Source: an optimization exercise on an open RTL-to-GDS flow (aim: small area). Production flows keep margins and buffers that such runs may drop.
No functional check of the RTL was part of any run shown here.
No activity file was given, so power comes from the tool's default toggle rates.

[design/flow/config.mk]
export PLATFORM = sky130hd
export DESIGN_NAME = running_mean_stddev
export DESIGN_NICKNAME = running_mean_stddev
export VERILOG_FILES = /design/flow/design.v
export SDC_FILE = /design/flow/constraint.sdc
export NUM_CORES = 4
export LEC_CHECK = 0
export CAP_MARGIN = 20
export CORE_MARGIN = 2
export CORE_UTILIZATION = 40
export SLEW_MARGIN = 20
[design/flow/constraint.sdc]
create_clock -name core_clock -period 11.0 [get_ports {aclk}]
set_input_delay 2.2000 -clock core_clock [delete_from_list [all_inputs] [get_ports {aclk}]]
set_output_delay 2.2000 -clock core_clock [all_outputs]
set_load 0.01 [all_outputs]
[design/flow/design.v]
package rms_pkg;
    localparam int CNT_W  = 17;
    localparam int SUM_W  = 32;
    localparam int SQ_W   = 47;
endpackage
module running_mean_stddev #(
    parameter int MAX_COUNT   = 65536,
    parameter int FRAC_BITS   = 16
) (
    input  logic        aclk,
    input  logic        aresetn,
    input  logic        s_axis_tvalid,
    output logic        s_axis_tready,
    input  logic [15:0] s_axis_tdata,    
    input  logic        s_axis_tlast,
    output logic        m_axis_tvalid,
    input  logic        m_axis_tready,
    output logic [87:0] m_axis_tdata,    
    input  logic        psel,
    input  logic        penable,
    input  logic        pwrite,
    input  logic [1:0]  paddr,
    input  logic [31:0] pwdata,
    output logic [31:0] prdata,
    output logic        pready
);
    logic [16:0]        cnt;
    logic [31:0]        sum;
    logic [46:0]        sq;
    logic               ovf;
    logic               mode;
    logic               busy, valid;
    logic               accept, go, take;
    logic signed [15:0] xg;
    logic [2:0]         pc, pc_n;          
    logic [16:0]        cnt_n;
    logic [31:0]        sum_n;
    logic [46:0]        sq_n;
    logic               ovf_n;
    assign pready = 1'b1;
    assign prdata = {31'd0, mode};
    assign s_axis_tready = ~(s_axis_tlast & (busy | valid));
    assign accept = s_axis_tvalid & s_axis_tready;
    assign go     = accept & s_axis_tlast;
    assign take   = accept & ~cnt[16];
    assign xg     = take ? s_axis_tdata : 16'd0;
    rms_add #(.W(17)) u_cnt (.a(cnt), .b(17'd0), .ci(take), .s(cnt_n), .co());
    rms_adds #(.W(32), .L(18)) u_sum (.a(sum), .b({{16{xg[15]}}, xg}), .ci(1'b0), .s(sum_n), .co());
    rms_sqacc u_sqacc (
        .a(xg), .sq(sq), .pc(pc), .sq_n(sq_n), .pc_n(pc_n)
    );
    assign ovf_n  = ovf | (accept & cnt[16]);
    always_ff @(posedge aclk) begin
        if (!aresetn || go) begin
            cnt <= '0;
            sum <= '0;
            sq  <= '0;
            pc  <= '0;
            ovf <= 1'b0;
        end else begin
            cnt <= cnt_n;
            sum <= sum_n;
            sq  <= sq_n;
            pc  <= pc_n;
            ovf <= ovf_n;
        end
    end
    always_ff @(posedge aclk) begin
        if (!aresetn) mode <= 1'b0;
        else if (psel && penable && pwrite && paddr == 2'd0) mode <= pwdata[0];
    end
    logic [7:0]  t, t_n;
    logic [16:0] N;
    logic        OVF, NEG;
    logic [15:0] RM;         
    logic [31:0] MB;         
    logic [63:0] X;          
    logic [33:0] R;
    logic [32:0] DR;
    logic        brw, seen, mreg;
    logic [2:0]  PC;
    logic        qc;
    rms_add #(.W(8)) u_t (.a(t), .b(8'd0), .ci(1'b1), .s(t_n), .co());
    logic ph0, pY, pQ, pM, pD, pDiv, pSq, sqB, fin, tlastdiv;
    assign ph0  = busy & (t[7:6] == 2'b00);
    assign pY   = ph0 & ~t[5];
    assign pD   = ph0 & t[5] & (t[4:0] >= 5'd15);
    assign pQ   = ph0 & ~pD;
    assign pM   = busy & (t[7:5] == 3'b010);
    assign pDiv = busy & (t[7:6] == 2'b01);
    assign pSq  = busy & (t[7:6] == 2'b10);
    assign sqB  = t[0];
    assign tlastdiv = (t[5:0] == 6'd63);
    assign fin  = busy & (t == 8'd191);
    logic [31:0] mp_in;
    logic        m_eff;
    logic [16:0] nm_in;
    assign mp_in = sum_n ^ {32{sum_n[31]}};
    assign m_eff = mode & (cnt != 17'd0);
    assign nm_in = m_eff ? (cnt[16] ? 17'h0FFFF : cnt) : cnt_n;
    logic [31:0] mp;
    logic        s_nx, seen_nx, m_nx;
    assign mp      = {RM, MB[31:16]};
    assign s_nx    = mp[t_n[4:0]] ^ NEG;
    assign seen_nx = seen | mreg;
    assign m_nx    = s_nx ^ (NEG & seen_nx);
    logic inj, qb;
    assign inj  = (t == 8'd11 && PC[0]) || (t == 8'd22 && PC[1]) || (t == 8'd32 && PC[2]);
    assign qb   = X[0] ^ inj ^ qc;
    logic        bm;
    logic [33:0] r2, bop, aa, bb, sa;
    logic        ca, ge;
    logic [31:0] ya;
    assign bm  = mreg & pY;
    assign r2  = {R[32:0], X[14]};
    assign bop = pSq ? {DR[31:0], 2'b01} : {1'b0, DR};
    assign aa  = ph0 ? {2'b00, R[31:0]} : r2;
    assign bb  = ph0 ? {2'b00, (bm ? mp : 32'd0)} : ~bop;
    rms_adds #(.W(34), .L(19)) u_sa (.a(aa), .b(bb), .ci(ph0 ? (bm & NEG) : 1'b1),
                                     .s(sa), .co(ca));
    assign ya = sa[31:0];
    assign ge = ca;
    logic [15:0] xa_a;
    logic        xa_m;
    logic [16:0] r2m, ab_a, ab_b, xa;
    logic        gem;
    assign xa_a = pQ ? X[62:47] : DR[32:17];
    assign xa_m = pQ ? qb : DR[0];
    assign r2m  = {RM, MB[31]};
    assign ab_a = ph0 ? {1'b0, xa_a} : r2m;
    assign ab_b = ph0 ? (xa_m ? N : 17'd0) : ~N;
    rms_add #(.W(17)) u_xa (.a(ab_a), .b(ab_b), .ci(~ph0), .s(xa), .co(gem));
    logic xbit, ybit, abit, brw_n;
    assign xbit  = pQ ? xa[0] : X[47];
    assign ybit  = ya[0];
    assign abit  = xbit ^ ybit ^ brw;
    assign brw_n = (~xbit & (ybit | brw)) | (ybit & brw);
    always_ff @(posedge aclk) begin
        if (!aresetn) begin
            busy  <= 1'b0;
            valid <= 1'b0;
        end else begin
            if (go) busy <= 1'b1;
            else if (fin) busy <= 1'b0;
            if (fin) valid <= 1'b1;
            else if (m_axis_tready) valid <= 1'b0;
        end
    end
    always_ff @(posedge aclk) begin
        if (go) t <= '0;
        else t <= t_n;
    end
    always_ff @(posedge aclk) begin
        if (go) begin
            N   <= cnt_n;
            OVF <= ovf_n;
            NEG <= sum_n[31];
            PC  <= pc_n;
        end
    end
    always_ff @(posedge aclk) begin
        if (go) begin
            RM <= mp_in[31:16];
            MB <= {mp_in[15:0], (sum_n[31] & ~cnt[16]) ? ~cnt[15:0] : 16'd0};
        end else if (pM) begin
            RM <= gem ? xa[15:0] : r2m[15:0];
            MB <= {MB[30:0], gem ^ NEG};
        end
    end
    always_ff @(posedge aclk) begin
        if (go) begin
            seen <= 1'b0;
            mreg <= sum_n[0];
            brw  <= 1'b0;
            qc   <= 1'b0;
        end else if (ph0) begin
            qc <= (X[0] & inj) | (qc & (X[0] ^ inj));
            if (pY) begin
                seen <= seen_nx;
                mreg <= m_nx;
            end
            brw <= brw_n;
        end
    end
    always_ff @(posedge aclk) begin
        if (go) X <= {17'd0, sq_n};
        else if (pQ) X <= {1'b0, xa[16:1], pY & abit, X[46:1]};
        else if (pD) X <= {X[0], X[63:48], pY & abit, X[46:1]};
        else X <= {X[62:15], ge, X[13:0], X[63]};
    end
    always_ff @(posedge aclk) begin
        if (go) R <= '0;
        else if (ph0) R <= {2'd0, abit & ~pY, ya[31:1]};
        else if (pDiv && tlastdiv) R <= '0;
        else R <= ((ge && !(pSq && !sqB)) ? sa : r2);
    end
    always_ff @(posedge aclk) begin
        if (go) DR <= {16'd0, nm_in};
        else if (pD) DR <= {xa, DR[16:1]};
        else if (pDiv && tlastdiv) DR <= '0;
        else if (pSq && sqB) DR[31:0] <= {DR[30:0], ge};
    end
    assign m_axis_tvalid = valid;
    assign m_axis_tdata  = {5'd0,
                            OVF ? 2'd2 : (N[16:1] == 16'd0 ? 2'd1 : 2'd0),
                            N, DR[31:0], MB};
endmodule
module rms_add #(
    parameter int W = 8
) (
    input  logic [W-1:0] a,
    input  logic [W-1:0] b,
    input  logic         ci,
    output logic [W-1:0] s,
    output logic         co
);
    logic [W:0] c;
    assign c[0] = ci;
    for (genvar i = 0; i < W; i++) begin : g_bit
        assign s[i]   = a[i] ^ b[i] ^ c[i];
        assign c[i+1] = (a[i] & b[i]) | (c[i] & (a[i] ^ b[i]));
    end
    assign co = c[W];
endmodule
module rms_adds #(
    parameter int W = 32,
    parameter int L = 16
) (
    input  logic [W-1:0] a,
    input  logic [W-1:0] b,
    input  logic         ci,
    output logic [W-1:0] s,
    output logic         co
);
    logic         c_lo, co0;
    logic [W-L-1:0] u0;
    rms_add #(.W(L)) u_lo (.a(a[L-1:0]), .b(b[L-1:0]), .ci(ci), .s(s[L-1:0]), .co(c_lo));
    rms_add #(.W(W-L)) u_hi (.a(a[W-1:L]), .b(b[W-1:L]), .ci(1'b0), .s(u0), .co(co0));
    assign s[W-1:L] = u0 + {{(W-L-1){1'b0}}, c_lo};
    assign co = co0 | (c_lo & (&u0));
endmodule
module rms_sqacc (
    input  logic [15:0]   a,
    input  logic [46:0]   sq,
    input  logic [2:0]    pc,
    output logic [46:0]   sq_n,
    output logic [2:0]    pc_n
);
    wire l1 = (a[0]);
    wire l2 = (a[1]);
    wire l3 = (a[2]);
    wire l4 = (a[3]);
    wire l5 = (a[4]);
    wire l6 = (a[5]);
    wire l7 = (a[6]);
    wire l8 = (a[7]);
    wire l9 = (a[8]);
    wire l10 = (a[9]);
    wire l11 = (a[10]);
    wire l12 = (a[11]);
    wire l13 = (a[12]);
    wire l14 = (a[13]);
    wire l15 = (a[14]);
    wire l16 = (a[15]);
    wire l17 = (a[0] & a[1]);
    wire l18 = (a[0] & a[2]);
    wire l19 = (a[0] & a[3]);
    wire l20 = (a[0] & a[4]);
    wire l21 = (a[0] & a[5]);
    wire l22 = (a[0] & a[6]);
    wire l23 = (a[0] & a[7]);
    wire l24 = (a[0] & a[8]);
    wire l25 = (a[0] & a[9]);
    wire l26 = (a[0] & a[10]);
    wire l27 = (a[0] & a[11]);
    wire l28 = (a[0] & a[12]);
    wire l29 = (a[0] & a[13]);
    wire l30 = (a[0] & a[14]);
    wire l31 = (a[1] & a[2]);
    wire l32 = (a[1] & a[3]);
    wire l33 = (a[1] & a[4]);
    wire l34 = (a[1] & a[5]);
    wire l35 = (a[1] & a[6]);
    wire l36 = (a[1] & a[7]);
    wire l37 = (a[1] & a[8]);
    wire l38 = (a[1] & a[9]);
    wire l39 = (a[1] & a[10]);
    wire l40 = (a[1] & a[11]);
    wire l41 = (a[1] & a[12]);
    wire l42 = (a[1] & a[13]);
    wire l43 = (a[1] & a[14]);
    wire l44 = (a[2] & a[3]);
    wire l45 = (a[2] & a[4]);
    wire l46 = (a[2] & a[5]);
    wire l47 = (a[2] & a[6]);
    wire l48 = (a[2] & a[7]);
    wire l49 = (a[2] & a[8]);
    wire l50 = (a[2] & a[9]);
    wire l51 = (a[2] & a[10]);
    wire l52 = (a[2] & a[11]);
    wire l53 = (a[2] & a[12]);
    wire l54 = (a[2] & a[13]);
    wire l55 = (a[2] & a[14]);
    wire l56 = (a[3] & a[4]);
    wire l57 = (a[3] & a[5]);
    wire l58 = (a[3] & a[6]);
    wire l59 = (a[3] & a[7]);
    wire l60 = (a[3] & a[8]);
    wire l61 = (a[3] & a[9]);
    wire l62 = (a[3] & a[10]);
    wire l63 = (a[3] & a[11]);
    wire l64 = (a[3] & a[12]);
    wire l65 = (a[3] & a[13]);
    wire l66 = (a[3] & a[14]);
    wire l67 = (a[4] & a[5]);
    wire l68 = (a[4] & a[6]);
    wire l69 = (a[4] & a[7]);
    wire l70 = (a[4] & a[8]);
    wire l71 = (a[4] & a[9]);
    wire l72 = (a[4] & a[10]);
    wire l73 = (a[4] & a[11]);
    wire l74 = (a[4] & a[12]);
    wire l75 = (a[4] & a[13]);
    wire l76 = (a[4] & a[14]);
    wire l77 = (a[5] & a[6]);
    wire l78 = (a[5] & a[7]);
    wire l79 = (a[5] & a[8]);
    wire l80 = (a[5] & a[9]);
    wire l81 = (a[5] & a[10]);
    wire l82 = (a[5] & a[11]);
    wire l83 = (a[5] & a[12]);
    wire l84 = (a[5] & a[13]);
    wire l85 = (a[5] & a[14]);
    wire l86 = (a[6] & a[7]);
    wire l87 = (a[6] & a[8]);
    wire l88 = (a[6] & a[9]);
    wire l89 = (a[6] & a[10]);
    wire l90 = (a[6] & a[11]);
    wire l91 = (a[6] & a[12]);
    wire l92 = (a[6] & a[13]);
    wire l93 = (a[6] & a[14]);
    wire l94 = (a[7] & a[8]);
    wire l95 = (a[7] & a[9]);
    wire l96 = (a[7] & a[10]);
    wire l97 = (a[7] & a[11]);
    wire l98 = (a[7] & a[12]);
    wire l99 = (a[7] & a[13]);
    wire l100 = (a[7] & a[14]);
    wire l101 = (a[8] & a[9]);
    wire l102 = (a[8] & a[10]);
    wire l103 = (a[8] & a[11]);
    wire l104 = (a[8] & a[12]);
    wire l105 = (a[8] & a[13]);
    wire l106 = (a[8] & a[14]);
    wire l107 = (a[9] & a[10]);
    wire l108 = (a[9] & a[11]);
    wire l109 = (a[9] & a[12]);
    wire l110 = (a[9] & a[13]);
    wire l111 = (a[9] & a[14]);
    wire l112 = (a[10] & a[11]);
    wire l113 = (a[10] & a[12]);
    wire l114 = (a[10] & a[13]);
    wire l115 = (a[10] & a[14]);
    wire l116 = (a[11] & a[12]);
    wire l117 = (a[11] & a[13]);
    wire l118 = (a[11] & a[14]);
    wire l119 = (a[12] & a[13]);
    wire l120 = (a[12] & a[14]);
    wire l121 = (a[13] & a[14]);
    wire l122 = (~(a[15] & a[0]));
    wire l123 = (~(a[15] & a[1]));
    wire l124 = (~(a[15] & a[2]));
    wire l125 = (~(a[15] & a[3]));
    wire l126 = (~(a[15] & a[4]));
    wire l127 = (~(a[15] & a[5]));
    wire l128 = (~(a[15] & a[6]));
    wire l129 = (~(a[15] & a[7]));
    wire l130 = (~(a[15] & a[8]));
    wire l131 = (~(a[15] & a[9]));
    wire l132 = (~(a[15] & a[10]));
    wire l133 = (~(a[15] & a[11]));
    wire l134 = (~(a[15] & a[12]));
    wire l135 = (~(a[15] & a[13]));
    wire l136 = (~(a[15] & a[14]));
    wire s137 = sq[16] ^ l9 ^ l43;
    wire c138 = (sq[16] & l9) | (l43 & (sq[16] ^ l9));
    wire s139 = sq[10] ^ l6;
    wire c140 = sq[10] & l6;
    wire s141 = sq[11] ^ l26;
    wire c142 = sq[11] & l26;
    wire s143 = sq[12] ^ l7 ^ l27;
    wire c144 = (sq[12] & l7) | (l27 & (sq[12] ^ l7));
    wire s145 = l39 ^ l50;
    wire c146 = l39 & l50;
    wire s147 = sq[13] ^ l28 ^ l40;
    wire c148 = (sq[13] & l28) | (l40 & (sq[13] ^ l28));
    wire s149 = l51 ^ l61;
    wire c150 = l51 & l61;
    wire s151 = sq[14] ^ l8 ^ l29;
    wire c152 = (sq[14] & l8) | (l29 & (sq[14] ^ l8));
    wire s153 = l41 ^ l52 ^ l62;
    wire c154 = (l41 & l52) | (l62 & (l41 ^ l52));
    wire s155 = l71 ^ l79;
    wire c156 = l71 & l79;
    wire s157 = sq[15] ^ l30 ^ l42;
    wire c158 = (sq[15] & l30) | (l42 & (sq[15] ^ l30));
    wire s159 = l53 ^ l63 ^ l72;
    wire c160 = (l53 & l63) | (l72 & (l53 ^ l63));
    wire s161 = l80 ^ l87;
    wire c162 = l80 & l87;
    wire s163 = s137 ^ l54 ^ l64;
    wire c164 = (s137 & l54) | (l64 & (s137 ^ l54));
    wire s165 = l73 ^ l81 ^ l88;
    wire c166 = (l73 & l81) | (l88 & (l73 ^ l81));
    wire s167 = l94 ^ l122 ^ 1'b1;
    wire c168 = (l94 & l122) | (1'b1 & (l94 ^ l122));
    wire s169 = sq[17] ^ l55 ^ l65;
    wire c170 = (sq[17] & l55) | (l65 & (sq[17] ^ l55));
    wire s171 = l74 ^ l82 ^ l89;
    wire c172 = (l74 & l82) | (l89 & (l74 ^ l82));
    wire s173 = l95 ^ l123 ^ c138;
    wire c174 = (l95 & l123) | (c138 & (l95 ^ l123));
    wire s175 = sq[18] ^ l10 ^ l66;
    wire c176 = (sq[18] & l10) | (l66 & (sq[18] ^ l10));
    wire s177 = l75 ^ l83 ^ l90;
    wire c178 = (l75 & l83) | (l90 & (l75 ^ l83));
    wire s179 = l96 ^ l101 ^ l124;
    wire c180 = (l96 & l101) | (l124 & (l96 ^ l101));
    wire s181 = sq[19] ^ l76 ^ l84;
    wire c182 = (sq[19] & l76) | (l84 & (sq[19] ^ l76));
    wire s183 = l91 ^ l97 ^ l102;
    wire c184 = (l91 & l97) | (l102 & (l91 ^ l97));
    wire s185 = sq[20] ^ l11 ^ l85;
    wire c186 = (sq[20] & l11) | (l85 & (sq[20] ^ l11));
    wire s187 = l92 ^ l98 ^ l103;
    wire c188 = (l92 & l98) | (l103 & (l92 ^ l98));
    wire s189 = sq[21] ^ l93 ^ l99;
    wire c190 = (sq[21] & l93) | (l99 & (sq[21] ^ l93));
    wire s191 = sq[22] ^ l12 ^ l100;
    wire c192 = (sq[22] & l12) | (l100 & (sq[22] ^ l12));
    wire s193 = sq[6] ^ l4;
    wire c194 = sq[6] & l4;
    wire s195 = sq[7] ^ l22;
    wire c196 = sq[7] & l22;
    wire s197 = sq[8] ^ l5 ^ l23;
    wire c198 = (sq[8] & l5) | (l23 & (sq[8] ^ l5));
    wire s199 = l35 ^ l46;
    wire c200 = l35 & l46;
    wire s201 = sq[9] ^ l24 ^ l36;
    wire c202 = (sq[9] & l24) | (l36 & (sq[9] ^ l24));
    wire s203 = l47 ^ l57;
    wire c204 = l47 & l57;
    wire s205 = s139 ^ l25 ^ l37;
    wire c206 = (s139 & l25) | (l37 & (s139 ^ l25));
    wire s207 = l48 ^ l58 ^ l67;
    wire c208 = (l48 & l58) | (l67 & (l48 ^ l58));
    wire s209 = s141 ^ l38 ^ l49;
    wire c210 = (s141 & l38) | (l49 & (s141 ^ l38));
    wire s211 = l59 ^ l68 ^ c140;
    wire c212 = (l59 & l68) | (c140 & (l59 ^ l68));
    wire s213 = s143 ^ s145 ^ l60;
    wire c214 = (s143 & s145) | (l60 & (s143 ^ s145));
    wire s215 = l69 ^ l77 ^ c142;
    wire c216 = (l69 & l77) | (c142 & (l69 ^ l77));
    wire s217 = s147 ^ s149 ^ l70;
    wire c218 = (s147 & s149) | (l70 & (s147 ^ s149));
    wire s219 = l78 ^ c144 ^ c146;
    wire c220 = (l78 & c144) | (c146 & (l78 ^ c144));
    wire s221 = s151 ^ s153 ^ s155;
    wire c222 = (s151 & s153) | (s155 & (s151 ^ s153));
    wire s223 = l86 ^ c148 ^ c150;
    wire c224 = (l86 & c148) | (c150 & (l86 ^ c148));
    wire s225 = s157 ^ s159 ^ s161;
    wire c226 = (s157 & s159) | (s161 & (s157 ^ s159));
    wire s227 = c152 ^ c154 ^ c156;
    wire c228 = (c152 & c154) | (c156 & (c152 ^ c154));
    wire s229 = s163 ^ s165 ^ s167;
    wire c230 = (s163 & s165) | (s167 & (s163 ^ s165));
    wire s231 = c158 ^ c160 ^ c162;
    wire c232 = (c158 & c160) | (c162 & (c158 ^ c160));
    wire s233 = s169 ^ s171 ^ s173;
    wire c234 = (s169 & s171) | (s173 & (s169 ^ s171));
    wire s235 = c164 ^ c166 ^ c168;
    wire c236 = (c164 & c166) | (c168 & (c164 ^ c166));
    wire s237 = s175 ^ s177 ^ s179;
    wire c238 = (s175 & s177) | (s179 & (s175 ^ s177));
    wire s239 = c170 ^ c172 ^ c174;
    wire c240 = (c170 & c172) | (c174 & (c170 ^ c172));
    wire s241 = s181 ^ s183 ^ l125;
    wire c242 = (s181 & s183) | (l125 & (s181 ^ s183));
    wire s243 = c176 ^ c178 ^ c180;
    wire c244 = (c176 & c178) | (c180 & (c176 ^ c178));
    wire s245 = s185 ^ s187 ^ l107;
    wire c246 = (s185 & s187) | (l107 & (s185 ^ s187));
    wire s247 = l126 ^ c182 ^ c184;
    wire c248 = (l126 & c182) | (c184 & (l126 ^ c182));
    wire s249 = s189 ^ l104 ^ l108;
    wire c250 = (s189 & l104) | (l108 & (s189 ^ l104));
    wire s251 = l127 ^ c186 ^ c188;
    wire c252 = (l127 & c186) | (c188 & (l127 ^ c186));
    wire s253 = s191 ^ l105 ^ l109;
    wire c254 = (s191 & l105) | (l109 & (s191 ^ l105));
    wire s255 = l112 ^ l128 ^ c190;
    wire c256 = (l112 & l128) | (c190 & (l112 ^ l128));
    wire s257 = sq[23] ^ l106 ^ l110;
    wire c258 = (sq[23] & l106) | (l110 & (sq[23] ^ l106));
    wire s259 = l113 ^ l129 ^ c192;
    wire c260 = (l113 & l129) | (c192 & (l113 ^ l129));
    wire s261 = sq[24] ^ l13 ^ l111;
    wire c262 = (sq[24] & l13) | (l111 & (sq[24] ^ l13));
    wire s263 = l114 ^ l116 ^ l130;
    wire c264 = (l114 & l116) | (l130 & (l114 ^ l116));
    wire s265 = sq[25] ^ l115 ^ l117;
    wire c266 = (sq[25] & l115) | (l117 & (sq[25] ^ l115));
    wire s267 = sq[26] ^ l14 ^ l118;
    wire c268 = (sq[26] & l14) | (l118 & (sq[26] ^ l14));
    wire s269 = sq[4] ^ l3;
    wire c270 = sq[4] & l3;
    wire s271 = sq[5] ^ l20;
    wire c272 = sq[5] & l20;
    wire s273 = s193 ^ l21 ^ l33;
    wire c274 = (s193 & l21) | (l33 & (s193 ^ l21));
    wire s275 = s195 ^ l34 ^ l45;
    wire c276 = (s195 & l34) | (l45 & (s195 ^ l34));
    wire s277 = s197 ^ s199 ^ l56;
    wire c278 = (s197 & s199) | (l56 & (s197 ^ s199));
    wire s279 = s201 ^ s203 ^ c198;
    wire c280 = (s201 & s203) | (c198 & (s201 ^ s203));
    wire s281 = s205 ^ s207 ^ c202;
    wire c282 = (s205 & s207) | (c202 & (s205 ^ s207));
    wire s283 = s209 ^ s211 ^ c206;
    wire c284 = (s209 & s211) | (c206 & (s209 ^ s211));
    wire s285 = s213 ^ s215 ^ c210;
    wire c286 = (s213 & s215) | (c210 & (s213 ^ s215));
    wire s287 = s217 ^ s219 ^ c214;
    wire c288 = (s217 & s219) | (c214 & (s217 ^ s219));
    wire s289 = s221 ^ s223 ^ c218;
    wire c290 = (s221 & s223) | (c218 & (s221 ^ s223));
    wire s291 = s225 ^ s227 ^ c222;
    wire c292 = (s225 & s227) | (c222 & (s225 ^ s227));
    wire s293 = s229 ^ s231 ^ c226;
    wire c294 = (s229 & s231) | (c226 & (s229 ^ s231));
    wire s295 = s233 ^ s235 ^ c230;
    wire c296 = (s233 & s235) | (c230 & (s233 ^ s235));
    wire s297 = s237 ^ s239 ^ c234;
    wire c298 = (s237 & s239) | (c234 & (s237 ^ s239));
    wire s299 = s241 ^ s243 ^ c238;
    wire c300 = (s241 & s243) | (c238 & (s241 ^ s243));
    wire s301 = s245 ^ s247 ^ c242;
    wire c302 = (s245 & s247) | (c242 & (s245 ^ s247));
    wire s303 = s249 ^ s251 ^ c246;
    wire c304 = (s249 & s251) | (c246 & (s249 ^ s251));
    wire s305 = s253 ^ s255 ^ c250;
    wire c306 = (s253 & s255) | (c250 & (s253 ^ s255));
    wire s307 = s257 ^ s259 ^ c254;
    wire c308 = (s257 & s259) | (c254 & (s257 ^ s259));
    wire s309 = s261 ^ s263 ^ c258;
    wire c310 = (s261 & s263) | (c258 & (s261 ^ s263));
    wire s311 = s265 ^ l131 ^ c262;
    wire c312 = (s265 & l131) | (c262 & (s265 ^ l131));
    wire s313 = s267 ^ l119 ^ l132;
    wire c314 = (s267 & l119) | (l132 & (s267 ^ l119));
    wire s315 = sq[27] ^ l120 ^ l133;
    wire c316 = (sq[27] & l120) | (l133 & (sq[27] ^ l120));
    wire s317 = sq[28] ^ l15 ^ l121;
    wire c318 = (sq[28] & l15) | (l121 & (sq[28] ^ l15));
    wire s319 = sq[2] ^ l2;
    wire c320 = sq[2] & l2;
    wire s321 = sq[3] ^ l18;
    wire c322 = sq[3] & l18;
    wire s323 = s269 ^ l19 ^ l31;
    wire c324 = (s269 & l19) | (l31 & (s269 ^ l19));
    wire s325 = s271 ^ l32 ^ c270;
    wire c326 = (s271 & l32) | (c270 & (s271 ^ l32));
    wire s327 = s273 ^ l44 ^ c272;
    wire c328 = (s273 & l44) | (c272 & (s273 ^ l44));
    wire s329 = s275 ^ c194 ^ c274;
    wire c330 = (s275 & c194) | (c274 & (s275 ^ c194));
    wire s331 = s277 ^ c196 ^ c276;
    wire c332 = (s277 & c196) | (c276 & (s277 ^ c196));
    wire s333 = s279 ^ c200 ^ c278;
    wire c334 = (s279 & c200) | (c278 & (s279 ^ c200));
    wire s335 = s281 ^ c204 ^ c280;
    wire c336 = (s281 & c204) | (c280 & (s281 ^ c204));
    wire s337 = s283 ^ c208 ^ c282;
    wire c338 = (s283 & c208) | (c282 & (s283 ^ c208));
    wire s339 = s285 ^ c212 ^ c284;
    wire c340 = (s285 & c212) | (c284 & (s285 ^ c212));
    wire s341 = s287 ^ c216 ^ c286;
    wire c342 = (s287 & c216) | (c286 & (s287 ^ c216));
    wire s343 = s289 ^ c220 ^ c288;
    wire c344 = (s289 & c220) | (c288 & (s289 ^ c220));
    wire s345 = s291 ^ c224 ^ c290;
    wire c346 = (s291 & c224) | (c290 & (s291 ^ c224));
    wire s347 = s293 ^ c228 ^ c292;
    wire c348 = (s293 & c228) | (c292 & (s293 ^ c228));
    wire s349 = s295 ^ c232 ^ c294;
    wire c350 = (s295 & c232) | (c294 & (s295 ^ c232));
    wire s351 = s297 ^ c236 ^ c296;
    wire c352 = (s297 & c236) | (c296 & (s297 ^ c236));
    wire s353 = s299 ^ c240 ^ c298;
    wire c354 = (s299 & c240) | (c298 & (s299 ^ c240));
    wire s355 = s301 ^ c244 ^ c300;
    wire c356 = (s301 & c244) | (c300 & (s301 ^ c244));
    wire s357 = s303 ^ c248 ^ c302;
    wire c358 = (s303 & c248) | (c302 & (s303 ^ c248));
    wire s359 = s305 ^ c252 ^ c304;
    wire c360 = (s305 & c252) | (c304 & (s305 ^ c252));
    wire s361 = s307 ^ c256 ^ c306;
    wire c362 = (s307 & c256) | (c306 & (s307 ^ c256));
    wire s363 = s309 ^ c260 ^ c308;
    wire c364 = (s309 & c260) | (c308 & (s309 ^ c260));
    wire s365 = s311 ^ c264 ^ c310;
    wire c366 = (s311 & c264) | (c310 & (s311 ^ c264));
    wire s367 = s313 ^ c266 ^ c312;
    wire c368 = (s313 & c266) | (c312 & (s313 ^ c266));
    wire s369 = s315 ^ c268 ^ c314;
    wire c370 = (s315 & c268) | (c314 & (s315 ^ c268));
    wire s371 = s317 ^ l134 ^ c316;
    wire c372 = (s317 & l134) | (c316 & (s317 ^ l134));
    wire s373 = sq[29] ^ l135 ^ c318;
    wire c374 = (sq[29] & l135) | (c318 & (sq[29] ^ l135));
    wire s375 = sq[30] ^ l16 ^ l136;
    wire c376 = (sq[30] & l16) | (l136 & (sq[30] ^ l16));
    wire s377 = sq[31] ^ 1'b1;
    wire c378 = sq[31] & 1'b1;
    wire s379 = sq[32] ^ 1'b1;
    wire c380 = sq[32] & 1'b1;
    wire s381 = sq[33] ^ 1'b1;
    wire c382 = sq[33] & 1'b1;
    wire s383 = sq[34] ^ 1'b1;
    wire c384 = sq[34] & 1'b1;
    wire s385 = sq[35] ^ 1'b1;
    wire c386 = sq[35] & 1'b1;
    wire s387 = sq[36] ^ 1'b1;
    wire c388 = sq[36] & 1'b1;
    wire s389 = sq[37] ^ 1'b1;
    wire c390 = sq[37] & 1'b1;
    wire s391 = sq[38] ^ 1'b1;
    wire c392 = sq[38] & 1'b1;
    wire s393 = sq[39] ^ 1'b1;
    wire c394 = sq[39] & 1'b1;
    wire s395 = sq[40] ^ 1'b1;
    wire c396 = sq[40] & 1'b1;
    wire s397 = sq[41] ^ 1'b1;
    wire c398 = sq[41] & 1'b1;
    wire s399 = sq[42] ^ 1'b1;
    wire c400 = sq[42] & 1'b1;
    wire s401 = sq[43] ^ 1'b1;
    wire c402 = sq[43] & 1'b1;
    wire s403 = sq[44] ^ 1'b1;
    wire c404 = sq[44] & 1'b1;
    wire s405 = sq[45] ^ 1'b1;
    wire c406 = sq[45] & 1'b1;
    wire s407 = sq[46] ^ 1'b1;
    wire c408 = sq[46] & 1'b1;
    wire s409 = sq[0] ^ l1;
    wire c410 = sq[0] & l1;
    wire s411 = sq[1] ^ c410;
    wire c412 = sq[1] & c410;
    wire s413 = s319 ^ l17 ^ c412;
    wire c414 = (s319 & l17) | (c412 & (s319 ^ l17));
    wire s415 = s321 ^ c320 ^ c414;
    wire c416 = (s321 & c320) | (c414 & (s321 ^ c320));
    wire s417 = s323 ^ c322 ^ c416;
    wire c418 = (s323 & c322) | (c416 & (s323 ^ c322));
    wire s419 = s325 ^ c324 ^ c418;
    wire c420 = (s325 & c324) | (c418 & (s325 ^ c324));
    wire s421 = s327 ^ c326 ^ c420;
    wire c422 = (s327 & c326) | (c420 & (s327 ^ c326));
    wire s423 = s329 ^ c328 ^ c422;
    wire c424 = (s329 & c328) | (c422 & (s329 ^ c328));
    wire s425 = s331 ^ c330 ^ c424;
    wire c426 = (s331 & c330) | (c424 & (s331 ^ c330));
    wire s427 = s333 ^ c332 ^ c426;
    wire c428 = (s333 & c332) | (c426 & (s333 ^ c332));
    wire s429 = s335 ^ c334 ^ c428;
    wire c430 = (s335 & c334) | (c428 & (s335 ^ c334));
    wire s431 = s337 ^ c336 ^ pc[0];
    wire c432 = (s337 & c336) | (pc[0] & (s337 ^ c336));
    wire s433 = s339 ^ c338 ^ c432;
    wire c434 = (s339 & c338) | (c432 & (s339 ^ c338));
    wire s435 = s341 ^ c340 ^ c434;
    wire c436 = (s341 & c340) | (c434 & (s341 ^ c340));
    wire s437 = s343 ^ c342 ^ c436;
    wire c438 = (s343 & c342) | (c436 & (s343 ^ c342));
    wire s439 = s345 ^ c344 ^ c438;
    wire c440 = (s345 & c344) | (c438 & (s345 ^ c344));
    wire s441 = s347 ^ c346 ^ c440;
    wire c442 = (s347 & c346) | (c440 & (s347 ^ c346));
    wire s443 = s349 ^ c348 ^ c442;
    wire c444 = (s349 & c348) | (c442 & (s349 ^ c348));
    wire s445 = s351 ^ c350 ^ c444;
    wire c446 = (s351 & c350) | (c444 & (s351 ^ c350));
    wire s447 = s353 ^ c352 ^ c446;
    wire c448 = (s353 & c352) | (c446 & (s353 ^ c352));
    wire s449 = s355 ^ c354 ^ c448;
    wire c450 = (s355 & c354) | (c448 & (s355 ^ c354));
    wire s451 = s357 ^ c356 ^ c450;
    wire c452 = (s357 & c356) | (c450 & (s357 ^ c356));
    wire s453 = s359 ^ c358 ^ pc[1];
    wire c454 = (s359 & c358) | (pc[1] & (s359 ^ c358));
    wire s455 = s361 ^ c360 ^ c454;
    wire c456 = (s361 & c360) | (c454 & (s361 ^ c360));
    wire s457 = s363 ^ c362 ^ c456;
    wire c458 = (s363 & c362) | (c456 & (s363 ^ c362));
    wire s459 = s365 ^ c364 ^ c458;
    wire c460 = (s365 & c364) | (c458 & (s365 ^ c364));
    wire s461 = s367 ^ c366 ^ c460;
    wire c462 = (s367 & c366) | (c460 & (s367 ^ c366));
    wire s463 = s369 ^ c368 ^ c462;
    wire c464 = (s369 & c368) | (c462 & (s369 ^ c368));
    wire s465 = s371 ^ c370 ^ c464;
    wire c466 = (s371 & c370) | (c464 & (s371 ^ c370));
    wire s467 = s373 ^ c372 ^ c466;
    wire c468 = (s373 & c372) | (c466 & (s373 ^ c372));
    wire s469 = s375 ^ c374 ^ c468;
    wire c470 = (s375 & c374) | (c468 & (s375 ^ c374));
    wire s471 = s377 ^ c376 ^ c470;
    wire c472 = (s377 & c376) | (c470 & (s377 ^ c376));
    wire s473 = s379 ^ c378 ^ pc[2];
    wire c474 = (s379 & c378) | (pc[2] & (s379 ^ c378));
    wire s475 = s381 ^ c380 ^ c474;
    wire c476 = (s381 & c380) | (c474 & (s381 ^ c380));
    wire s477 = s383 ^ c382 ^ c476;
    wire c478 = (s383 & c382) | (c476 & (s383 ^ c382));
    wire s479 = s385 ^ c384 ^ c478;
    wire c480 = (s385 & c384) | (c478 & (s385 ^ c384));
    wire s481 = s387 ^ c386 ^ c480;
    wire c482 = (s387 & c386) | (c480 & (s387 ^ c386));
    wire s483 = s389 ^ c388 ^ c482;
    wire c484 = (s389 & c388) | (c482 & (s389 ^ c388));
    wire s485 = s391 ^ c390 ^ c484;
    wire c486 = (s391 & c390) | (c484 & (s391 ^ c390));
    wire s487 = s393 ^ c392 ^ c486;
    wire c488 = (s393 & c392) | (c486 & (s393 ^ c392));
    wire s489 = s395 ^ c394 ^ c488;
    wire c490 = (s395 & c394) | (c488 & (s395 ^ c394));
    wire s491 = s397 ^ c396 ^ c490;
    wire c492 = (s397 & c396) | (c490 & (s397 ^ c396));
    wire s493 = s399 ^ c398 ^ c492;
    wire c494 = (s399 & c398) | (c492 & (s399 ^ c398));
    wire s495 = s401 ^ c400 ^ c494;
    wire c496 = (s401 & c400) | (c494 & (s401 ^ c400));
    wire s497 = s403 ^ c402 ^ c496;
    wire c498 = (s403 & c402) | (c496 & (s403 ^ c402));
    wire s499 = s405 ^ c404 ^ c498;
    wire c500 = (s405 & c404) | (c498 & (s405 ^ c404));
    wire s501 = s407 ^ c406 ^ c500;
    wire c502 = (s407 & c406) | (c500 & (s407 ^ c406));
    assign sq_n[0] = s409;
    assign sq_n[1] = s411;
    assign sq_n[2] = s413;
    assign sq_n[3] = s415;
    assign sq_n[4] = s417;
    assign sq_n[5] = s419;
    assign sq_n[6] = s421;
    assign sq_n[7] = s423;
    assign sq_n[8] = s425;
    assign sq_n[9] = s427;
    assign sq_n[10] = s429;
    assign sq_n[11] = s431;
    assign sq_n[12] = s433;
    assign sq_n[13] = s435;
    assign sq_n[14] = s437;
    assign sq_n[15] = s439;
    assign sq_n[16] = s441;
    assign sq_n[17] = s443;
    assign sq_n[18] = s445;
    assign sq_n[19] = s447;
    assign sq_n[20] = s449;
    assign sq_n[21] = s451;
    assign sq_n[22] = s453;
    assign sq_n[23] = s455;
    assign sq_n[24] = s457;
    assign sq_n[25] = s459;
    assign sq_n[26] = s461;
    assign sq_n[27] = s463;
    assign sq_n[28] = s465;
    assign sq_n[29] = s467;
    assign sq_n[30] = s469;
    assign sq_n[31] = s471;
    assign sq_n[32] = s473;
    assign sq_n[33] = s475;
    assign sq_n[34] = s477;
    assign sq_n[35] = s479;
    assign sq_n[36] = s481;
    assign sq_n[37] = s483;
    assign sq_n[38] = s485;
    assign sq_n[39] = s487;
    assign sq_n[40] = s489;
    assign sq_n[41] = s491;
    assign sq_n[42] = s493;
    assign sq_n[43] = s495;
    assign sq_n[44] = s497;
    assign sq_n[45] = s499;
    assign sq_n[46] = s501;
    assign pc_n[0] = c430;
    assign pc_n[1] = c452;
    assign pc_n[2] = c472;
endmodule
[design/flow/flow/run.sh]
#!/bin/bash
# The standard layout (standard.sh) with three changes:
#  - after the standard synthesis, flow/invopt.py removes inverters around the
#    full adders (a full adder is self-dual; registers and other cells stay);
#  - each port's buffer is the smallest buffer cell (every port still gets its
#    own buffer);
#  - clock tree synthesis inserts no dummy loads.
# Logs here: synth_make.log, invopt.log, flow_make.log; each tool's full log
# is under orfs/logs/.
set -euo pipefail
RES="$PWD/orfs/results/$FLOW_PLATFORM/running_mean_stddev/base"
bash standard.sh "$RES/1_2_yosys.v" > synth_make.log 2>&1
cp "$RES/1_2_yosys.v" "$RES/1_2_yosys.std.v"
python3 flow/invopt.py "$RES/1_2_yosys.std.v" "$RES/1_2_yosys.opt.v" > invopt.log 2>&1
cp "$RES/1_2_yosys.opt.v" "$RES/1_2_yosys.v"
export BUFFER_PORTS_ARGS="-buffer_cell sky130_fd_sc_hd__buf_1"
export CTS_ARGS="-sink_clustering_enable -repair_clock_nets -dont_use_dummy_load -buf_list sky130_fd_sc_hd__clkbuf_8 -sink_clustering_size 16 -sink_clustering_max_diameter 50"
bash standard.sh finish > flow_make.log 2>&1
[design/flow/flow/invopt.py]
#!/usr/bin/env python3
"""Remove inverters around full adders in a Yosys-written gate netlist.

A full adder is self-dual: FA(~a, ~b, ~c) = (~sum, ~cout). The script strips
every inverter, chooses for each full adder whether it runs on true or on
complemented values so that as few nets as possible need a complement, then
puts back one inverter per net whose complement some pin needs. Registers and
every other cell stay as they are, so the netlist does the same as before.

usage: invopt.py IN.v OUT.v
"""
import random
import re
import sys
from collections import defaultdict

INV_RE = re.compile(r"sky130_fd_sc_hd__(inv|clkinv)_\d+$")
FA_RE = re.compile(r"sky130_fd_sc_hd__fa_\d+$")
OUT_PINS = {"X", "Y", "Q", "Q_N", "SUM", "COUT", "HI", "LO"}
FA_IN = ("A", "B", "CIN")
FA_OUT = ("SUM", "COUT")

src = open(sys.argv[1]).read()
m = re.search(r"\bmodule\s+(\S+)\s*\((.*?)\);", src, re.S)
body_start = m.end()
body_end = src.rindex("endmodule")
header = src[:body_start]
body = src[body_start:body_end]

cell_re = re.compile(r"^(\s*)(sky130_fd_sc_hd__\w+)\s+(\S+)\s*\((.*?)\);[ \t]*$", re.S | re.M)
pin_re = re.compile(r"\.(\w+)\(\s*(.*?)\s*\)\s*(?:,|$)", re.S)


def norm(n):
    return n.replace(" ", "")


cells = {}
order = []
other = []
pos = 0
for cm in cell_re.finditer(body):
    other.append(body[pos:cm.start()])
    pos = cm.end()
    typ, name, pins = cm.group(2), cm.group(3), cm.group(4)
    cells[name] = [typ, {p: norm(n) for p, n in pin_re.findall(pins)}]
    order.append(name)
    other.append(None)
other.append(body[pos:])

# nets read by assign statements or that are ports: keep their values exactly
fixed = set()
for piece in other:
    if piece is None:
        continue
    for am in re.finditer(r"assign\s+(.*?)\s*=\s*(.*?);", piece, re.S):
        for side in am.groups():
            for tok in re.findall(r"(\\\S+|[A-Za-z_][\w$]*(?:\s*\[\d+(?::\d+)?\])?)", side):
                fixed.add(norm(tok))
for p in re.findall(r"\b(?:input|output|inout)\b[^;]*?(\\\S+|\w+)\s*;", body):
    fixed.add(p)


def is_fixed(n):
    return n in fixed or re.sub(r"\[\d+\]$", "", n) in fixed


drv = {}
for name, (typ, pm) in cells.items():
    for p, n in pm.items():
        if p in OUT_PINS:
            drv[n] = (name, p)


def root(n):
    """(root net, parity) through any chain of inverters."""
    par = 0
    seen = set()
    while True:
        d = drv.get(n)
        if d is None or not INV_RE.match(cells[d[0]][0]) or d[0] in seen:
            return n, par
        seen.add(d[0])
        n = cells[d[0]][1]["A"]
        par ^= 1


inv_cells = [c for c, (t, _) in cells.items() if INV_RE.match(t)]
# every load pin of a non-inverter cell, and every fixed net, as (root, parity)
pins = []          # (cell or None, pin, root, parity)
for name, (typ, pm) in cells.items():
    if INV_RE.match(typ):
        continue
    for p, n in pm.items():
        if p in OUT_PINS or n.startswith("1'"):
            continue
        r, par = root(n)
        pins.append((name, p, r, par))
fixed_drv = []     # fixed nets driven by inverters: keep a driver for them
for c in inv_cells:
    y = cells[c][1]["Y"]
    if is_fixed(y):
        r, par = root(y)
        pins.append((None, y, r, par))

fas = [c for c, (t, _) in cells.items() if FA_RE.match(t)]
fa_idx = {c: i for i, c in enumerate(fas)}
src_fa = {}        # root net -> fa index driving it
for c in fas:
    for p in FA_OUT:
        src_fa[cells[c][1][p]] = fa_idx[c]

pol = [0] * len(fas)
need = defaultdict(int)      # root -> number of pins that need its complement
by_fa = defaultdict(list)    # fa index -> pin indices it affects


def req(i):
    c, p, r, par = pins[i]
    v = par
    if c is not None and c in fa_idx and p in FA_IN:
        v ^= pol[fa_idx[c]]
    if r in src_fa:
        v ^= pol[src_fa[r]]
    return v


for i, (c, p, r, par) in enumerate(pins):
    if c is not None and c in fa_idx and p in FA_IN:
        by_fa[fa_idx[c]].append(i)
    if r in src_fa:
        by_fa[src_fa[r]].append(i)
    need[r] += req(i)


def cost():
    return sum(1 for r, k in need.items() if k > 0)


def delta(f):
    """Change in cost if full adder f flips."""
    d = defaultdict(int)
    for i in by_fa[f]:
        c, p, r, par = pins[i]
        # a pin touched twice (FA output feeding the same FA) flips twice
        d[r] += 1 - 2 * req(i)
    dc = 0
    for r, k in d.items():
        # pins counted twice in by_fa contribute twice, which nets out below
        old = need[r]
        new = old + k
        dc += (new > 0) - (old > 0)
    return dc, d


def apply(f, d):
    for i in by_fa[f]:
        pass
    for r, k in d.items():
        need[r] += k
    pol[f] ^= 1


# pins that appear twice in by_fa[f] (an FA output looping into the same FA)
# would be counted twice by delta; those do not occur in adder trees, but guard
for f, lst in by_fa.items():
    if len(lst) != len(set(lst)):
        by_fa[f] = list(dict.fromkeys(lst))
        for i in set(lst):
            c, p, r, par = pins[i]
            if (c is not None and c in fa_idx and fa_idx[c] == f and p in FA_IN
                    and r in src_fa and src_fa[r] == f):
                by_fa[f].remove(i)     # its requirement does not change

start = cost()
best = start
best_pol = list(pol)
import math
rng = random.Random(1)
cur = start
T0, T1, SW = 2.0, 0.05, 400
for sweep in range(SW):
    temp = T0 * (T1 / T0) ** (sweep / (SW - 1))
    idx = list(range(len(fas)))
    rng.shuffle(idx)
    for f in idx:
        dc, d = delta(f)
        if dc <= 0 or rng.random() < math.exp(-dc / temp):
            apply(f, d)
            cur += dc
            if cur < best:
                best = cur
                best_pol = list(pol)
pol[:] = best_pol
need.clear()
for i in range(len(pins)):
    need[pins[i][2]] += req(i)
sys.stderr.write(f"invopt: {len(inv_cells)} inverters before, {cost()} after, {sum(pol)} of {len(fas)} adders flipped\n")

# ---- rebuild --------------------------------------------------------------------
for c in inv_cells:
    del cells[c]
uid = [0]


def fresh(tag):
    uid[0] += 1
    return f"_invopt_{tag}{uid[0]}_"


# flipped adders drive new nets carrying the complement of the old root nets
flipped_out = {}   # root -> new net driven by a flipped adder (carries ~root)
for f, c in enumerate(fas):
    if pol[f]:
        for p in FA_OUT:
            r = cells[c][1][p]
            nn = fresh("n")
            cells[c][1][p] = nn
            flipped_out[r] = nn
new_cells = []
t_made = set()
c_made = {}


def add_cell(typ, a, y):
    name = fresh("i")
    cells[name] = [typ, {"A": a, "X" if "buf" in typ else "Y": y}]
    new_cells.append(name)


def T(r):
    """A net carrying the root's own value."""
    if r in flipped_out and r not in t_made:
        add_cell("sky130_fd_sc_hd__inv_1", flipped_out[r], r)
        t_made.add(r)
    return r


def C(r):
    """A net carrying the root's complement."""
    if r in flipped_out:
        return flipped_out[r]
    if r not in c_made:
        nn = fresh("n")
        add_cell("sky130_fd_sc_hd__inv_1", r, nn)
        c_made[r] = nn
    return c_made[r]


for i, (c, p, r, par) in enumerate(pins):
    if c is None:
        # fixed net p must carry root ^ par
        if r in flipped_out:
            add_cell("sky130_fd_sc_hd__buf_1" if par else "sky130_fd_sc_hd__inv_1", flipped_out[r], p)
        else:
            add_cell("sky130_fd_sc_hd__inv_1" if par else "sky130_fd_sc_hd__buf_1", r, p)
        continue
    want = par
    if c in fa_idx and p in FA_IN:
        want ^= pol[fa_idx[c]]
    cells[c][1][p] = C(r) if want else T(r)
order.extend(new_cells)

new_wires = sorted({n for _, pm in cells.values() for n in pm.values() if n.startswith("_invopt")})
res = [header, "\n"] + [f"  wire {w};\n" for w in new_wires]
oi = 0
emitted = set()


def emit(name):
    typ, pm = cells[name]
    pstr = ",\n".join(f"    .{p}({n}{' ' if n.startswith(chr(92)) else ''})" for p, n in pm.items())
    return f"  {typ} {name} (\n{pstr}\n  );"


for piece in other:
    if piece is not None:
        res.append(piece)
    else:
        name = order[oi]
        oi += 1
        if name in cells:
            res.append(emit(name))
            emitted.add(name)
for name in order:
    if name in cells and name not in emitted:
        res.append(emit(name) + "\n")
res.append(src[body_end:])
open(sys.argv[2], "w").write("".join(res))
[design/flow/standard.sh]
#!/bin/bash
# synth_recipe.tcl (not shown) runs the flow's synth.tcl, then flattens the netlist and writes it again
# the make line also repeats each setting of config.mk as NAME=value (left out here)
make -C /OpenROAD-flow-scripts/flow DESIGN_CONFIG=/design/flow/config.mk WORK_HOME=/design/flow/orfs CLKGATE_MAP_FILE= SYNTH_SCRIPT=/design/flow/synth_recipe.tcl "${@:-finish}"
==> qor.csv, run 1 <==
stage,metric,value,unit
clock_tree,clockBufferDepth,3,
critical_path,cp_num_buf_inv,2,
placement,dpl.hpwl,42800,um
flow_run,cap_violations,0,
detailed_routing,drtIter0Drc,1192,
outcome,outcome,finished clean,
sta,max-slew-margin-rel,28.6,%
critical_path,crit_path_end,MB[29],
detailed_routing,dr_wl_met2,27300,um
sta,hold_viol,0,
critical_path,cp.depth,31,
finish,final_layout_size_suffix_gt1_share,6.50,%
die,ios,181,
sta,finalSetupViolCount,0,
power,power_density,221,mW/mm2
detailed_routing,ant_nets,0,
sta,setup_tns,0,ps
global_route,grt_max_degree,117,
clock_tree,numCtsBuffers,45,
clock_tree,clkTransAtPathRegs,70,ps
critical_path,reg2reg_slack,370,ps
finish,fillCellCount,5059,
finish,layout.area.seq,0.00719,mm2
logic_synthesis,synthesis.area,0.0213,mm2
critical_path,worstPathArrival,10950,ps
global_route,grt_usage,21.3,%
clock_tree,clk_latency,650,ps
critical_path,crit_fanout,11,
finish,fin_util,43.3,%
sta,rsz0062_at_grt,false,
power,leakage,0.0102,uW
logic_synthesis,syn_area_per_cell,9.39,um2
finish,areaGrowthSynthToFinish,6.78,%
critical_path,reg2reg_depth,33,
critical_path,endpoint_kind,flop,
die,die_h,235,um
finish,multi_input_area,0.0125,mm2
detailed_routing,vias,16200,
sta,fmax,93.8,MHz
critical_path,crit_path_start_kind,primary input,
critical_path,path_delay_family,adder cells,
detailed_routing,wl_met1,25800,um
detailed_routing,route.detailed.drc,0,
die,dieArea,0.0551,mm2
clock_tree,cts_root_buffer,clkbuf_8,
global_route,antenna_found_initial,1,
clock_tree,cts.sinks,315,
critical_path,path_class,in2reg,
detailed_routing,route.met3.wl,4110,um
critical_path,slowest_stage,fa_1,
critical_path,timing.rr.start,busy,
critical_path,slowest_delay,400,ps
die,rows,84,
power,p_total,5030,uW
worst_hold_path,hp-class,reg2reg,
sta,fin_worst_skew,95.4,ps
detailed_routing,wl_per_cell,19.8,um
finish,nNetsFinal,2631,
detailed_routing,via_per_inst,5.44,
global_route,grt_pass1_wl,93200,um
placement,portBuffers,112,
logic_synthesis,syn_inst,2266,
critical_path,critPathMostFrequentCell,fa_1,
global_route,globalRoute.totalOverflow,0,
die,start_util,40.5,%
sta,min_period,10660,ps
worst_hold_path,hold_path_startpoint,X[21],
detailed_routing,drt-total-wl,59100,um
power,vdd_drop_max,133,uV
clock_tree,tritoncts,done,
detailed_routing,routed.top_layer,met4,
logic_synthesis,yosysWarnings,1,
placement,gp_congestion,0.912,
critical_path,critPathRequiredTime,11300,ps
die,die-width,235,um
detailed_routing,drt_pass1_iterations,6,
die,coreArea,0.0526,mm2
global_route,grt_pass1_vias,16200,
sta,slew_violations,0,
clock_tree,htree_levels,2,
sta,post-route-period-util,96.9,%
critical_path,crit_start,s_axis_tlast,
sta,tightestPinTransition,1070,ps
critical_path,r2r_end,R[29],
[worst min-delay path by stage]
| stage | to | slack [ps] | depth (start not counted) |
|---|---|---|---|
| global route | X[30] | 480 | 2 |
| detailed placement | X[5] | 460 | 2 |
| floorplan | seen | 440 | 2 |
| finish | X[20] | 460 | 2 |
| CTS | X[30] | 460 | 2 |
| global placement | X[6] | 460 | 2 |
[flip-flops by register name, summed over array words and instances (netlist names), 3 cells and up]
register and cells:
X 64, sq 47, DR 33, R 33, MB 32, sum 32, N 17, cnt 17
RM 16, t 8, PC 3, pc 3
[where the power goes]
group	total (uW)	switching, uW	internal, uW	leakage [uW]
combinational	2530	1380	1140	0.00715
sequential	1710	207	1500	0.00269
clock	791	431	360	0.000324
total	5030	2020	3010	0.0102
[placed cells by master, fill, tap and decap left out, types with 8 or more instances in the layout]
master      n
ha_1       48
and3_1    138
o21ai_1    16
dfxtp_1   227
a31oi_1    29
a221oi_1   61
mux2i_1    46
clkbuf_8   45
buf_4      56
o31ai_2    10
buf_1     111
xor2_1     28
nand2_1   378
and2_1     19
nor2_1    184
fa_1      228
o21ai_0    66
o221ai_1   14
conb_1     37
nor4_1      8
nand3_1    17
a21oi_1   140
xnor2_1    34
edfxtp_1   88
inv_1     168
[worst reg2reg max path: cells and delay by family, from the launching register on]
| family | cells | cell delay [ps] |
|---|---|---|
| XOR/XNOR | 1 | 150 |
| flip-flops | 1 | 380 |
| adder cells (fa/ha/maj) | 21 | 8230 |
| AO/OA/AOI/OAI | 2 | 230 |
| multiplexers | 1 | 150 |
| buffers and inverters | 1 | 110 |
| AND/OR/NAND/NOR | 7 | 1210 |
[metal layers]
layer	global-route usage, %	up-vias
met2	33.8	591
met1	29.5	8051
met3	3.36	106
met5	0	-
li1	-	7483
met4	8.09	0
[repair_timing]
item | CTS | global route
buffers inserted | 0 | 1
resized for setup | 0 | 6
hold buffers | 0 | 0
endpoints found under the setup margin | 0 | 24
[area by class of cell]
type / instances / area share, %
antenna: 1 / 0.0110
tap: 688 / 3.79
sequential: 315 / 31.6
multi-input combinational: 1590 / 55.0
clock buffer: 45 / 2.73
inverter: 170 / 2.83
timing repair buffer: 173 / 4.05
[through the flow]
step	instance area [um2]	hold WS, ps	std cells	worst slack [ps]
detailed placement	22100	463	2935	-330
CTS	22700	465	2980	269
floorplan	21400	441	2301	5.74
global placement	22100	457	2934	-279
global route	22700	480	2981	18.9
finish	22700	462	2982	344
==> inputs of run 2 (changes only) <==
--- a/design/flow/flow/run.sh
+++ b/design/flow/flow/run.sh
@@ -14,5 +14,5 @@
 python3 flow/invopt.py "$RES/1_2_yosys.std.v" "$RES/1_2_yosys.opt.v" > invopt.log 2>&1
 cp "$RES/1_2_yosys.opt.v" "$RES/1_2_yosys.v"
 export BUFFER_PORTS_ARGS="-buffer_cell sky130_fd_sc_hd__buf_1"
-export CTS_ARGS="-sink_clustering_enable -repair_clock_nets -dont_use_dummy_load -buf_list sky130_fd_sc_hd__clkbuf_8 -sink_clustering_size 16 -sink_clustering_max_diameter 50"
+export CTS_ARGS="-sink_clustering_enable -repair_clock_nets -dont_use_dummy_load -buf_list sky130_fd_sc_hd__clkbuf_16 -sink_clustering_size 30 -sink_clustering_max_diameter 80"
 bash standard.sh finish > flow_make.log 2>&1
==> qor.csv, run 2 <==
stage,metric,value,unit,change
outcome,outcome,finished clean,,unchanged
detailed_routing,wl_per_cell,19.8,um,about the same
critical_path,endpoint_kind,flop,,unchanged
critical_path,critPathMostFrequentCell,fa_1,,unchanged
logic_synthesis,syn_inst,2266,,unchanged
finish,largest_register_ffs,64,,unchanged
clock_tree,clockBufferDepth,3,,unchanged
critical_path,critPathRequiredTime,11280,ps,"was 11,300 ps"
clock_tree,numCtsBuffers,24,,was 45
sta,hold_viol,0,,unchanged
global_route,grt_pass1_wl,92700,um,"was 93,200 um"
clock_tree,htree_levels,1,,was 2
critical_path,crit_fanout,8,,was 11
sta,finalSetupViolCount,0,,unchanged
sta,max-slew-margin-rel,29.0,%,was 28.6%
sta,fin_worst_skew,69.8,ps,was 95.4 ps
sta,tightestPinTransition,1060,ps,was 1070 ps
clock_tree,tritoncts,done,,unchanged
critical_path,crit_start,s_axis_tlast,,unchanged
critical_path,timing.rr.start,busy,,unchanged
sta,fin_ws,288,ps,was 344 ps
die,die-width,235,um,unchanged
detailed_routing,drt_pass1_iterations,5,,was 6
detailed_routing,ant_nets,0,,unchanged
clock_tree,cts_hold_buf,0,,unchanged
die,coreArea,0.0526,mm2,unchanged
finish,nNetsFinal,2615,,"was 2,631"
placement,portBuffers,112,,unchanged
worst_hold_path,hold_path_startpoint,X[3],,was X[21]
finish,layout_commonest_cell,nand2_1,,unchanged
detailed_routing,via_per_inst,5.45,,was 5.44
global_route,antenna_found_initial,1,,unchanged
sta,fmax,93.4,MHz,was 93.8 MHz
finish,fin_util,43.3,%,about the same
critical_path,cp_num_buf_inv,3,,was 2
critical_path,slowest_delay,400,ps,about the same
power,p_total,5040,uW,was 5030 uW
placement,gp_congestion,0.912,,unchanged
power,leakage,0.0102,uW,about the same
critical_path,crit_path_start_kind,primary input,,unchanged
detailed_routing,route.detailed.drc,0,,unchanged
clock_tree,cts.sinks,315,,unchanged
die,ios,181,,unchanged
power,power_density,222,mW/mm2,was 221 mW/mm2
sta,rsz0062_at_grt,false,,unchanged
die,start_util,40.5,%,unchanged
sta,setup_tns,0,ps,unchanged
clock_tree,clk_latency,570,ps,was 650 ps
worst_hold_path,hp-class,reg2reg,,unchanged
clock_tree,clkTransAtPathRegs,90,ps,was 70 ps
global_route,grt_usage,21.1,%,was 21.3%
finish,top_register,X,,unchanged
die,dieArea,0.0551,mm2,unchanged
detailed_routing,drt-total-wl,58800,um,"was 59,100 um"
die,die_h,235,um,unchanged
finish,areaGrowthSynthToFinish,6.95,%,was 6.78%
detailed_routing,vias,16100,,"was 16,200"
finish,stdcell_count,2965,,"was 2,982"
placement,dpl.hpwl,42800,um,unchanged
finish,top_regs,"X x64, sq x47",,unchanged
global_route,grt_max_degree,117,,unchanged
sta,min_period,10710,ps,"was 10,660 ps"
finish,final_cell_mix,"378 x nand2_1, 228 x fa_1, 227 x dfxtp_1",,unchanged
finish,multi_input_area,0.0125,mm2,about the same
critical_path,slowest_stage,fa_1,,unchanged
global_route,grt_pass1_vias,16100,,"was 16,200"
sta,post-route-period-util,97.4,%,was 96.9%
clock_tree,cts_root_buffer,clkbuf_16,,was clkbuf_8
finish,fillCellCount,5021,,"was 5,059"
placement,pre_cts_slack,-330,ps,unchanged
finish,diodes,0,,was 1
global_route,globalRoute.totalOverflow,0,,unchanged
critical_path,worstPathArrival,10990,ps,"was 10,950 ps"
detailed_routing,drtIter0Drc,1232,,"was 1,192"
power,vdd_drop_max,133,uV,about the same
logic_synthesis,synthesis.area,0.0213,mm2,unchanged
critical_path,path_class,in2reg,,unchanged
logic_synthesis,syn_area_per_cell,9.39,um2,unchanged
die,rows,84,,unchanged
sta,slew_violations,0,,unchanged
critical_path,path_delay_family,adder cells,,unchanged
placement,dp_cells,2935,,unchanged
finish,layout.area.seq,0.00719,mm2,unchanged
logic_synthesis,yosysWarnings,1,,unchanged
flow_run,cap_violations,0,,unchanged
finish,final_layout_size_suffix_gt1_share,5.84,%,was 6.50%
run 2: cell types whose count changed in the layout (fill, tap and decap cells not counted):
cell / change
clkbuf_8: -45
buf_4: +3
diode_2: -1
clkbuf_16: +25
nand2b_2: +1
run 2: worst paths after layout:
path                            slack [ps]  depth (start not counted)     end
worst max-delay path                   290                         32  MB[21]
worst min-delay path                   460                          2    X[2]
worst max register to register         370                         33   R[29]
worst min register to register         460                          2    X[2]
run 2: where the power goes:
group	total, uW	internal [uW]	leakage [uW]	switching (uW)
Combinational	2540	1150	0.00718	1380
Sequential	1710	1500	0.00269	208
Clock	799	385	0.000296	415
Total	5040	3040	0.0102	2010
run 2: layout make-up:
class | count | area share [%]
Multi-Input combinational cell | 1591 | 54.9
Sequential cell | 315 | 31.6
Timing Repair Buffer | 177 | 4.25
Tap cell | 688 | 3.78
Inverter | 170 | 2.83
Clock buffer | 24 | 2.64
run 2: stage by stage:
stage | hold slack [ps] | area, um2
floorplan | 441 | 21400
global placement | 457 | 22100
detailed placement | 463 | 22100
CTS | 466 | 22700
global route | 493 | 22800
finish | 458 | 22800
run 2: what timing repair did:
| action | CTS | global route |
|---|---|---|
| endpoints found under the hold margin | 0 | 0 |
| setup endpoints to repair | 0 | 41 |
| gates resized for setup | 0 | 6 |
| buffers inserted | 0 | 4 |
run 2: tightest hold or removal path, stage by stage (launching register included):
cell     delay, ps
dfxtp_1        310
nand2_1         50
a31oi_1         70
run 2: layer usage:
| metal | vias to the layer above | track usage, % | wire length [um] |
|---|---|---|---|
| met2 | 568 | 34.1 | 27400 |
| met4 | 0 | 6.21 | 1730 |
| met5 | - | 0 | 0 |
| li1 | 7445 | - | - |
| met1 | 8041 | 29.8 | 25500 |
| met3 | 91 | 2.50 | 4200 |

afterwards: timing with drivers on the ports:
No port has a modelled driver above. Below, the same layouts with a new extraction and two added sets of constraints.
Step 1: set_driving_cell puts a clkbuf_16 on aclk and a buf_2 on each other input, an assumption about the parent block.
Step 2 adds t to the input delays and takes it off the output delays; t is the mean of the earliest and latest rising clock arrival at the registers after step 1. Input paths then give back, and output paths get back, about the clock's delay inside the block.
a / b / c = no drivers / after step 1 / after step 2; a / b = the first two.
run	t, ns	setup WS [ns]	worst setup path after step 2
run 1	0.647	0.344 / 0.366 / -0.274	input to register
run 2	0.598	0.288 / 0.321 / -0.277	input to register
Met with ideal ports but missed after step 2: setup timing in run 1 and run 2. The setup slack of run 1, which loses most, moves by +0.022 ns with the drivers and by -0.618 ns with both steps.
